Source: an optimization exercise on an open RTL-to-GDS flow (aim: small area). Production flows keep margins and buffers that such runs may drop. Function was checked by simulation only, so behaviour that the tests miss may differ from the original. The flow treats the clock pin as an ideal source. Dropping or thinning the clock tree relies on that and would not hold on a real chip. Power is estimated from default activity; no workload was simulated.

==> flow/design.v (excerpt) <==
module rb_window_stream #(
    parameter int PIXEL_WIDTH = 8,
    parameter int K           = 3,
    parameter int IMG_WIDTH   = 128,
    parameter int IMG_HEIGHT  = 128
) (
    input  logic                                 clk,
    input  logic                                 rst,
    input  logic                                 in_valid,
    output logic                                 in_ready,
    input  logic [PIXEL_WIDTH-1:0]               in_pixel,
    input  logic                                 in_sof,
    output logic                                 out_valid,
    input  logic                                 out_ready,
    output logic [K*PIXEL_WIDTH-1:0]             out_col,
    output logic [$clog2(IMG_WIDTH)-1:0]         out_x,
    output logic [$clog2(IMG_HEIGHT)-1:0]        out_y,
    output logic                                 out_eof
);
    localparam int XW    = $clog2(IMG_WIDTH);
    localparam int YW    = $clog2(IMG_HEIGHT);
    localparam int PW    = PIXEL_WIDTH;
    localparam int DEPTH = (K - 1) * IMG_WIDTH + 1;    
    localparam logic [XW-1:0] X_LAST = XW'(IMG_WIDTH - 1);
    localparam logic [YW-1:0] Y_LAST = YW'(IMG_HEIGHT - 1);
    localparam logic [YW-1:0] Y_PRIM = YW'(K - 1);
    logic              adv;
    logic              accept;
    logic              move;        
    logic              s1_valid_reg;
    logic              s1_sof_reg;
    logic [PW-1:0]     s1_pixel_reg;
    logic              out_full_reg;
    logic [XW-1:0]     out_x_reg;   
    logic [YW-1:0]     out_y_reg;
    logic [XW-1:0]     s1_x;
    logic [YW-1:0]     s1_y;
    logic [PW-1:0]     sr [DEPTH];
    assign adv    = !out_valid || out_ready;
    assign in_ready = adv && !rst;
    assign accept = in_valid && adv && !rst;
  ...
For scale: about 2200 cells after synthesis, roughly 2100 flip-flops, roughly 54 I/O pins.
==> flow/config.mk <==
export PLATFORM = sky130hd
export DESIGN_NAME = rb_window_stream
export DESIGN_NICKNAME = rb_window_stream
export VERILOG_FILES = /design/flow/design.v
export SDC_FILE = /design/flow/constraint.sdc
export NUM_CORES = 4
export LEC_CHECK = 0
export CAP_MARGIN = 0
export CORE_MARGIN = 2
export CORE_UTILIZATION = 75
export GPL_TIMING_DRIVEN = 0
export SLEW_MARGIN = 0
==> flow/constraint.sdc <==
create_clock -name core_clock -period 5.0 [get_ports {clk}]
set_input_delay 1.0000 -clock core_clock [delete_from_list [all_inputs] [get_ports {clk}]]
set_output_delay 1.0000 -clock core_clock [all_outputs]
set_load 0.01 [all_outputs]
standard.sh (not shown) runs the stock make flow with config.mk's settings and CLKGATE_MAP_FILE= SYNTH_SCRIPT=/design/flow/synth_recipe.tcl, a recipe that flattens the netlist after the stock synthesis.
==> flow/flow/run.sh <==
#!/bin/bash
# Standard layout, with the clock tree built from fewer, larger sink clusters and
# without dummy loads, and the smallest buffer on each port.
set -euo pipefail
export CTS_ARGS="-sink_clustering_enable -repair_clock_nets -sink_clustering_size 35 -sink_clustering_max_diameter 60 -buf_list sky130_fd_sc_hd__clkbuf_16 -dont_use_dummy_load"
export BUFFER_PORTS_ARGS="-buffer_cell sky130_fd_sc_hd__buf_1"
bash standard.sh > standard.log 2>&1
The baseline finished with timing, DRC and antenna clean.
Next try:
==> flow/flow/run.sh (replaced) <==
#!/bin/bash
# Standard layout, with the clock tree built from fewer, larger sink clusters and
# without dummy loads, the smallest buffer on each port, and placement's
# buffering kept to the smaller buffers.
set -euo pipefail
export CTS_ARGS="-sink_clustering_enable -repair_clock_nets -sink_clustering_size 30 -sink_clustering_max_diameter 100 -buf_list sky130_fd_sc_hd__clkbuf_16 -dont_use_dummy_load"
export BUFFER_PORTS_ARGS="-buffer_cell sky130_fd_sc_hd__buf_1"
export PRE_GLOBAL_PLACE_TCL="$PWD/flow/small_bufs.tcl"
bash standard.sh > standard.log 2>&1
==> flow/flow/small_bufs.tcl (new file) <==
# Keep placement's buffering to the smaller buffers.
set_dont_use {sky130_fd_sc_hd__buf_6 sky130_fd_sc_hd__buf_8 sky130_fd_sc_hd__buf_12 sky130_fd_sc_hd__buf_16 sky130_fd_sc_hd__bufinv_8 sky130_fd_sc_hd__bufinv_16 sky130_fd_sc_hd__bufbuf_8 sky130_fd_sc_hd__bufbuf_16}
CAP_MARGIN = 20   (was 0)
GPL_TIMING_DRIVEN = not set   (was 0)
SLEW_MARGIN = 20   (was 0)
=>
- total power fell by 3.9%
- cell count is about the same
- maximum frequency rose by 41%
- setup slack is better by 1.3 ns
- hold slack is better by 0.012 ns
- register-to-register slack gets better by 1.4 ns
- via count shrinks by 3.1%
- die area does not change
Next try:
==> flow/flow/run.sh (replaced) <==
#!/bin/bash
# Standard layout, with the clock tree built from fewer, larger sink clusters and
# without dummy loads.
set -euo pipefail
export CTS_ARGS="-sink_clustering_enable -repair_clock_nets -sink_clustering_size 30 -sink_clustering_max_diameter 60 -buf_list sky130_fd_sc_hd__clkbuf_16 -dont_use_dummy_load"
bash standard.sh > standard.log 2>&1
CORE_UTILIZATION = 60   (was 75)
removed: flow/flow/small_bufs.tcl
The new run finished clean.
Non-clock buffer count falls by 30.
Power rises by 8.9%.
Clock skew is about the same.
Synthesized area does not change.
Flip-flop and latch count is unchanged.
Die area rises by 25%.
Global-route usage falls by 2.9 points.
Routed wire length rises by 1.0%.
Sequential power stays flat.
Next try:
==> flow/flow/run.sh (replaced) <==
#!/bin/bash
# Standard layout, with the clock tree built from fewer, larger sink clusters and
# without dummy loads.
set -euo pipefail
export CTS_ARGS="-sink_clustering_enable -repair_clock_nets -sink_clustering_size 40 -sink_clustering_max_diameter 50 -buf_list sky130_fd_sc_hd__clkbuf_16 -dont_use_dummy_load"
bash standard.sh > standard.log 2>&1
CORE_UTILIZATION = 75   (was 60)
Effect: The new run aborted during clock tree synthesis on DPL-0033; synthesized cell count does not change; synthesized area does not change.

== run A ==
rb_window_stream again, from the RTL that the note above started with.
clock: 5.0 ns
lec_check: 0
cap_margin: 20
core_margin: 2
core_utilization: 75
gpl_timing_driven: 0
slew_margin: 20
==> flow/flow/run.sh <==
#!/bin/bash
# Standard layout (standard.sh), except:
# - the clock tree is built by hand (flow/cts_hook.tcl, flow/trees.tcl): the
#   flip-flops are split into 64 equal clusters, each driven by an inverter,
#   under 8 inverters and two levels of clock buffers, so every flip-flop sees
#   two inversions and the same number of stages;
# - the shift register's enable is buffered by hand (flow/resize_hook.tcl),
#   with placement not timing-driven so that it adds no buffers of its own;
# - synthesis's buffers are removed before placement (flow/place_hook.tcl),
#   as timing-driven placement would do;
# - each port gets the smallest buffer.
set -euo pipefail
export PRE_CTS_TCL="$PWD/flow/cts_hook.tcl"
export PRE_GLOBAL_PLACE_TCL="$PWD/flow/place_hook.tcl"
export PRE_RESIZE_TCL="$PWD/flow/resize_hook.tcl"
export BUFFER_PORTS_ARGS="-buffer_cell sky130_fd_sc_hd__buf_1"
bash standard.sh > standard.log 2>&1
==> flow/flow/cts_hook.tcl <==
# Runs at the start of ORFS's cts.tcl: builds the clock tree by hand
# (flow/trees.tcl) and turns the CTS call that follows, and the cloning of
# clock inverters before it, into no-ops; the rest of the CTS step
# (legalisation, timing repair) runs as usual.
source [file join [file dirname [info script]] trees.tcl]
tr_clock clk {{64 sky130_fd_sc_hd__inv_12} {8 sky130_fd_sc_hd__inv_12} {2 sky130_fd_sc_hd__clkbuf_16} {1 sky130_fd_sc_hd__clkbuf_16}}
set_propagated_clock [all_clocks]
rename repair_clock_inverters ""
proc repair_clock_inverters {args} { puts "repair_clock_inverters skipped: tree built by flow/trees.tcl" }
rename clock_tree_synthesis ""
proc clock_tree_synthesis {args} { puts "clock_tree_synthesis skipped: tree built by flow/trees.tcl" }
==> flow/flow/place_hook.tcl <==
# Runs at the start of ORFS's global_place.tcl, before the ports are buffered:
# removes the buffers that synthesis put in (timing-driven placement would do
# this itself; this flow's placement is not timing-driven).
remove_buffers
==> flow/flow/resize_hook.tcl <==
# Runs before repair_design in ORFS's resize.tcl: buffers the shift register's
# enable (the net with the most sinks) by hand as 24 clusters, each driven by
# an inverter, under 3 inverters (flow/trees.tcl), and keeps repair_design to
# the smaller buffers.
source [file join [file dirname [info script]] trees.tcl]
set_dont_use {sky130_fd_sc_hd__buf_6 sky130_fd_sc_hd__buf_8 sky130_fd_sc_hd__buf_12 sky130_fd_sc_hd__buf_16 sky130_fd_sc_hd__bufinv_8 sky130_fd_sc_hd__bufinv_16 sky130_fd_sc_hd__bufbuf_8 sky130_fd_sc_hd__bufbuf_16}
tr_fanout {{24 sky130_fd_sc_hd__inv_4} {3 sky130_fd_sc_hd__inv_4}}
==> flow/flow/trees.tcl <==
# Hand-built buffer trees. The sinks of a net are split by recursive bisection
# into equal-sized clusters, each driven by a buffer at its centre; the
# buffers of each level are grouped the same way under the next level's.

proc tr_split {items n} {
  # items: list of {iterm x y}; returns n groups of near-equal size, split
  # recursively across the wider side of their bounding box
  if {$n <= 1} { return [list $items] }
  set xs [lmap e $items {lindex $e 1}]; set ys [lmap e $items {lindex $e 2}]
  set dx [expr {[tcl::mathfunc::max {*}$xs] - [tcl::mathfunc::min {*}$xs]}]
  set dy [expr {[tcl::mathfunc::max {*}$ys] - [tcl::mathfunc::min {*}$ys]}]
  set k [expr {$dx >= $dy ? 1 : 2}]
  set s [lsort -real -index $k $items]
  set n1 [expr {$n / 2}]
  set h [expr {([llength $s] * $n1 + $n / 2) / $n}]
  return [concat [tr_split [lrange $s 0 [expr {$h-1}]] $n1] [tr_split [lrange $s $h end] [expr {$n - $n1}]]]
}

# Drive each group from a new buffer at the group's centre; returns the new
# buffers' inputs as the next level's items.
proc tr_level {groups master prefix sigtype} {
  set block [ord::get_db_block]
  set m [[ord::get_db] findMaster $master]
  set next {}
  set i 0
  foreach g $groups {
    set net [odb::dbNet_create $block "${prefix}_${i}_net"]
    $net setSigType $sigtype
    set buf [odb::dbInst_create $block $m "${prefix}_${i}"]
    foreach e $g {
      set it [lindex $e 0]
      if {[$it getNet] ne "NULL"} { $it disconnect }
      $it connect $net
    }
    foreach it [$buf getITerms] {
      if {[$it getIoType] eq "OUTPUT"} { $it connect $net }
    }
    set sx 0; set sy 0
    foreach e $g { set sx [expr {$sx + [lindex $e 1]}]; set sy [expr {$sy + [lindex $e 2]}] }
    set cx [expr {int($sx / [llength $g])}]; set cy [expr {int($sy / [llength $g])}]
    $buf setLocation $cx $cy
    $buf setPlacementStatus PLACED
    lappend next [list [$buf findITerm A] $cx $cy]
    incr i
  }
  return $next
}

proc tr_item {it} {
  set b [[$it getInst] getBBox]
  return [list $it [expr {([$b xMin]+[$b xMax])/2}] [expr {([$b yMin]+[$b yMax])/2}]]
}

# Build the tree for net's sinks (iterms); levels: list of {count master}
# from the leaves up. The top level's inputs go back on net.
proc tr_build {net sinks levels prefix sigtype} {
  set items [lmap it $sinks {tr_item $it}]
  puts "buffer tree $prefix: [llength $items] sinks on [$net getName]"
  set li 0
  foreach lv $levels {
    lassign $lv n master
    set items [tr_level [tr_split $items $n] $master "${prefix}_l${li}" $sigtype]
    puts "buffer tree $prefix: level $li, [llength $items] x $master"
    incr li
  }
  foreach e $items { [lindex $e 0] connect $net }
}

# The clock tree: every flip-flop's clock pin on the clock net.
proc tr_clock {clk_net_name levels} {
  set net [[ord::get_db_block] findNet $clk_net_name]
  set sinks {}
  foreach it [$net getITerms] {
    if {[[[$it getInst] getMaster] isSequential]} { lappend sinks $it }
  }
  tr_build $net $sinks $levels ct CLOCK
}

# The signal net with the most sinks (the shift register's enable); nets
# that reach a clock pin are skipped.
proc tr_widest_net {} {
  set best NULL; set bn 0
  foreach net [[ord::get_db_block] getNets] {
    if {[$net getSigType] ne "SIGNAL"} { continue }
    set its [$net getITerms]
    set n [llength $its]
    if {$n <= $bn} { continue }
    set clock 0
    foreach it $its { if {[[$it getMTerm] getSigType] eq "CLOCK"} { set clock 1; break } }
    if {$clock} { continue }
    if {$n > $bn} { set bn $n; set best $net }
  }
  return $best
}

proc tr_fanout {levels} {
  set net [tr_widest_net]
  set sinks {}
  foreach it [$net getITerms] {
    if {[$it getIoType] eq "INPUT"} { lappend sinks $it }
  }
  tr_build $net $sinks $levels ft SIGNAL
}
> inputs changed (run A -> run B)
==> flow/flow/run.sh <==
#!/bin/bash
# Standard layout, except: the clock tree is built by hand as 104 balanced leaf
# clusters under 13 mid-level buffers and one root buffer (flow/cts_hook.tcl);
# the shift register's enable is buffered by hand (flow/resize_hook.tcl), with
# placement not timing-driven so that it adds no buffers of its own; and each
# port gets the smallest buffer.
set -euo pipefail
export PRE_CTS_TCL="$PWD/flow/cts_hook.tcl"
export PRE_RESIZE_TCL="$PWD/flow/resize_hook.tcl"
export BUFFER_PORTS_ARGS="-buffer_cell sky130_fd_sc_hd__buf_1"
bash standard.sh > standard.log 2>&1
--- a/flow/flow/cts_hook.tcl
+++ b/flow/flow/cts_hook.tcl
@@ -6 +6 @@
-tr_clock clk {{64 sky130_fd_sc_hd__inv_12} {8 sky130_fd_sc_hd__inv_12} {2 sky130_fd_sc_hd__clkbuf_16} {1 sky130_fd_sc_hd__clkbuf_16}}
+tr_clock clk {{56 sky130_fd_sc_hd__inv_12} {8 sky130_fd_sc_hd__inv_16} {2 sky130_fd_sc_hd__clkbuf_16} {1 sky130_fd_sc_hd__clkbuf_16}}
--- a/flow/flow/resize_hook.tcl
+++ b/flow/flow/resize_hook.tcl
@@ -2,3 +2,3 @@
-# enable (the net with the most sinks) by hand as 24 clusters, each driven by
-# an inverter, under 3 inverters (flow/trees.tcl), and keeps repair_design to
-# the smaller buffers.
+# enable (the net with the most sinks) by hand as 24 clusters under 3
+# mid-level buffers (flow/trees.tcl), and keeps repair_design to the smaller
+# buffers.
@@ -7 +7 @@
-tr_fanout {{24 sky130_fd_sc_hd__inv_4} {3 sky130_fd_sc_hd__inv_4}}
+tr_fanout {{24 sky130_fd_sc_hd__buf_4} {3 sky130_fd_sc_hd__buf_4}}
removed: flow/flow/place_hook.tcl
Notes after the runs:
Having completed the whole flow, run B delivered a layout that passed the timing, design-rule and antenna checks.
Taking run A as the reference point, the global placement routability congestion of run B rises by about 3%.
Sort run B and run A by worst slew margin relative to its limit, descending, and run B comes first.
Taking run A as the reference point, the switching share of power of run B falls by 0.45 points.
Run B and run A ended up with roughly the same filler cell count in the final layout.
| least setup slack across all paths after layout | run B vs run A | 360 ps higher |
Changes in run C relative to run B:
==> flow/flow/run.sh <==
#!/bin/bash
# Standard layout (standard.sh), except:
# - the clock tree is built by hand (flow/cts_hook.tcl, flow/trees.tcl): the
#   flip-flops are split into 64 equal clusters, each driven by an inverter,
#   under 8 inverters and two levels of clock buffers, so every flip-flop sees
#   two inversions and the same number of stages;
# - the shift register's enable is buffered by hand (flow/resize_hook.tcl),
#   with placement not timing-driven so that it adds no buffers of its own;
# - synthesis's buffers are removed before placement (flow/place_hook.tcl),
#   as timing-driven placement would do;
# - each port gets the smallest buffer.
set -euo pipefail
export PRE_CTS_TCL="$PWD/flow/cts_hook.tcl"
export PRE_GLOBAL_PLACE_TCL="$PWD/flow/place_hook.tcl"
export PRE_RESIZE_TCL="$PWD/flow/resize_hook.tcl"
export BUFFER_PORTS_ARGS="-buffer_cell sky130_fd_sc_hd__buf_1"
bash standard.sh > standard.log 2>&1
--- a/flow/flow/cts_hook.tcl
+++ b/flow/flow/cts_hook.tcl
@@ -6 +6 @@
-tr_clock clk {{56 sky130_fd_sc_hd__inv_12} {8 sky130_fd_sc_hd__inv_16} {2 sky130_fd_sc_hd__clkbuf_16} {1 sky130_fd_sc_hd__clkbuf_16}}
+tr_clock clk {{64 sky130_fd_sc_hd__inv_12} {8 sky130_fd_sc_hd__inv_16} {2 sky130_fd_sc_hd__clkbuf_16} {1 sky130_fd_sc_hd__clkbuf_16}}
==> flow/flow/place_hook.tcl (new file) <==
# Runs at the start of ORFS's global_place.tcl, before the ports are buffered:
# removes the buffers that synthesis put in (timing-driven placement would do
# this itself; this flow's placement is not timing-driven).
remove_buffers
--- a/flow/flow/resize_hook.tcl
+++ b/flow/flow/resize_hook.tcl
@@ -2,3 +2,3 @@
-# enable (the net with the most sinks) by hand as 24 clusters under 3
-# mid-level buffers (flow/trees.tcl), and keeps repair_design to the smaller
-# buffers.
+# enable (the net with the most sinks) by hand as 24 clusters, each driven by
+# an inverter, under 3 inverters (flow/trees.tcl), and keeps repair_design to
+# the smaller buffers.
@@ -7 +7 @@
-tr_fanout {{24 sky130_fd_sc_hd__buf_4} {3 sky130_fd_sc_hd__buf_4}}
+tr_fanout {{24 sky130_fd_sc_hd__inv_4} {3 sky130_fd_sc_hd__inv_4}}
==> comparison <==
Run B → run C: minimum hold slack decreased by 3.1 ps relative to the old numbers, register clock-pin slew on the reported worst setup and hold paths decreased by 20 ps relative to the old numbers.
From run B to run C, share of synthesized cell area in full adder, half adder and majority cells did not move at all.
Run C: total length of routed wires higher than run B
~same synthesis-to-layout area growth in run B and run C
Run C: arrival time at the worst endpoint 350 ps above run B
Cmp run C vs run B: worst-case register-to-register setup slack lower in run C
In run C relative to run B, maximum ir drop on the vdd rail had gone up slightly.
Comparing run C with run B, the via density per instance came out essentially unchanged.
What run D does differently from run C at the input level:
--- a/flow/flow/run.sh
+++ b/flow/flow/run.sh
@@ -4 +4 @@
-#   flip-flops are split into 64 equal clusters, each driven by an inverter,
+#   flip-flops are split into 60 equal clusters, each driven by an inverter,
--- a/flow/flow/cts_hook.tcl
+++ b/flow/flow/cts_hook.tcl
@@ -6 +6 @@
-tr_clock clk {{64 sky130_fd_sc_hd__inv_12} {8 sky130_fd_sc_hd__inv_16} {2 sky130_fd_sc_hd__clkbuf_16} {1 sky130_fd_sc_hd__clkbuf_16}}
+tr_clock clk {{60 sky130_fd_sc_hd__inv_12} {8 sky130_fd_sc_hd__inv_12} {2 sky130_fd_sc_hd__clkbuf_8} {1 sky130_fd_sc_hd__clkbuf_16}}
--- a/flow/flow/trees.tcl
+++ b/flow/flow/trees.tcl
@@ -2,2 +2,3 @@
-# into equal-sized clusters, each driven by a buffer at its centre; the
-# buffers of each level are grouped the same way under the next level's.
+# into equal-sized clusters, each driven by a buffer or inverter at its
+# centre; the cells of each level are grouped the same way under the next
+# level's. A tree of inverters needs an even number of inverting levels.
@@ -19,2 +20,2 @@
-# Drive each group from a new buffer at the group's centre; returns the new
-# buffers' inputs as the next level's items.
+# Drive each group from a new cell (buffer or inverter) at the group's centre;
+# returns the new cells' inputs as the next level's items.
Notes after the runs:
- | delay of the slowest critical-path stage | lower: run C |
- Register-to-register slack, run D and run C: lower on run D
- Run D vs. run C: power lost 0.00025 W, endpoint required time on the critical path picked up an extra 60 ps.
- Changes observed in run D relative to run C: sequential group share of total power shows an increase of 0.7 points, hold violation total from the final report shows no meaningful change.
- Re share of layout cells above drive strength 1: run D is 0.16 points down on run C.
- Run D vs run C: area growth from synthesis to layout down
- Run D vs run C: time the final worst path needs with I/O delays and setup up in run D
In every run of this note, the design's own scripts or RTL, not TritonCTS, make the clock network.

## what the ideal ports hide
How much do the figures lean on ideal ports? The routed layouts below were timed once more, with nothing changed but the port constraints.
Step 1, drivers: a clkbuf_16 drives clk and a buf_2 each remaining input, both assumed.
Step 2 moves the port delays by t, midway between the first and last clock arrival at a register: inputs arrive t later, outputs are due t later. That takes back most of the time a late clock gives input paths.
Three values: ideal ports, drivers, drivers and shift; two values: the first two.
run | t, ns | setup slack, ns | hold WS [ns] | worst setup path after step 2 | latest minus earliest clock arrival (ns)
the first run of note 1 | 0.715 | 0.475 / 0.475 / 0.390 | 0.372 / 0.372 / 0.372 | input to register | 0.076 / 0.076
the second run of note 1 | 0.707 | 1.799 / 1.736 / 1.837 | 0.384 / 0.384 / 0.384 | input to register | 0.047 / 0.046
the third run of note 1 | 0.782 | 1.366 / 1.296 / 1.151 | 0.392 / 0.392 / 0.392 | input to register | 0.054 / 0.054
run A | 0.708 | 1.131 / 1.131 / 0.789 | 0.423 / 0.423 / 0.423 | input to register | 0.027 / 0.027
run B | 0.717 | 1.487 / 1.487 / 1.428 | 0.423 / 0.423 / 0.423 | input to register | 0.027 / 0.028
run C | 0.724 | 1.124 / 1.124 / 0.794 | 0.420 / 0.420 / 0.420 | input to register | 0.027 / 0.028
run D | 0.777 | 1.108 / 1.108 / 0.777 | 0.414 / 0.390 / 0.414 | input to register | 0.034 / 0.034
After both steps setup and hold are still met in every run listed. The setup slack of run A, which loses most, moves by 0.000 ns with the drivers and by -0.342 ns with both steps.
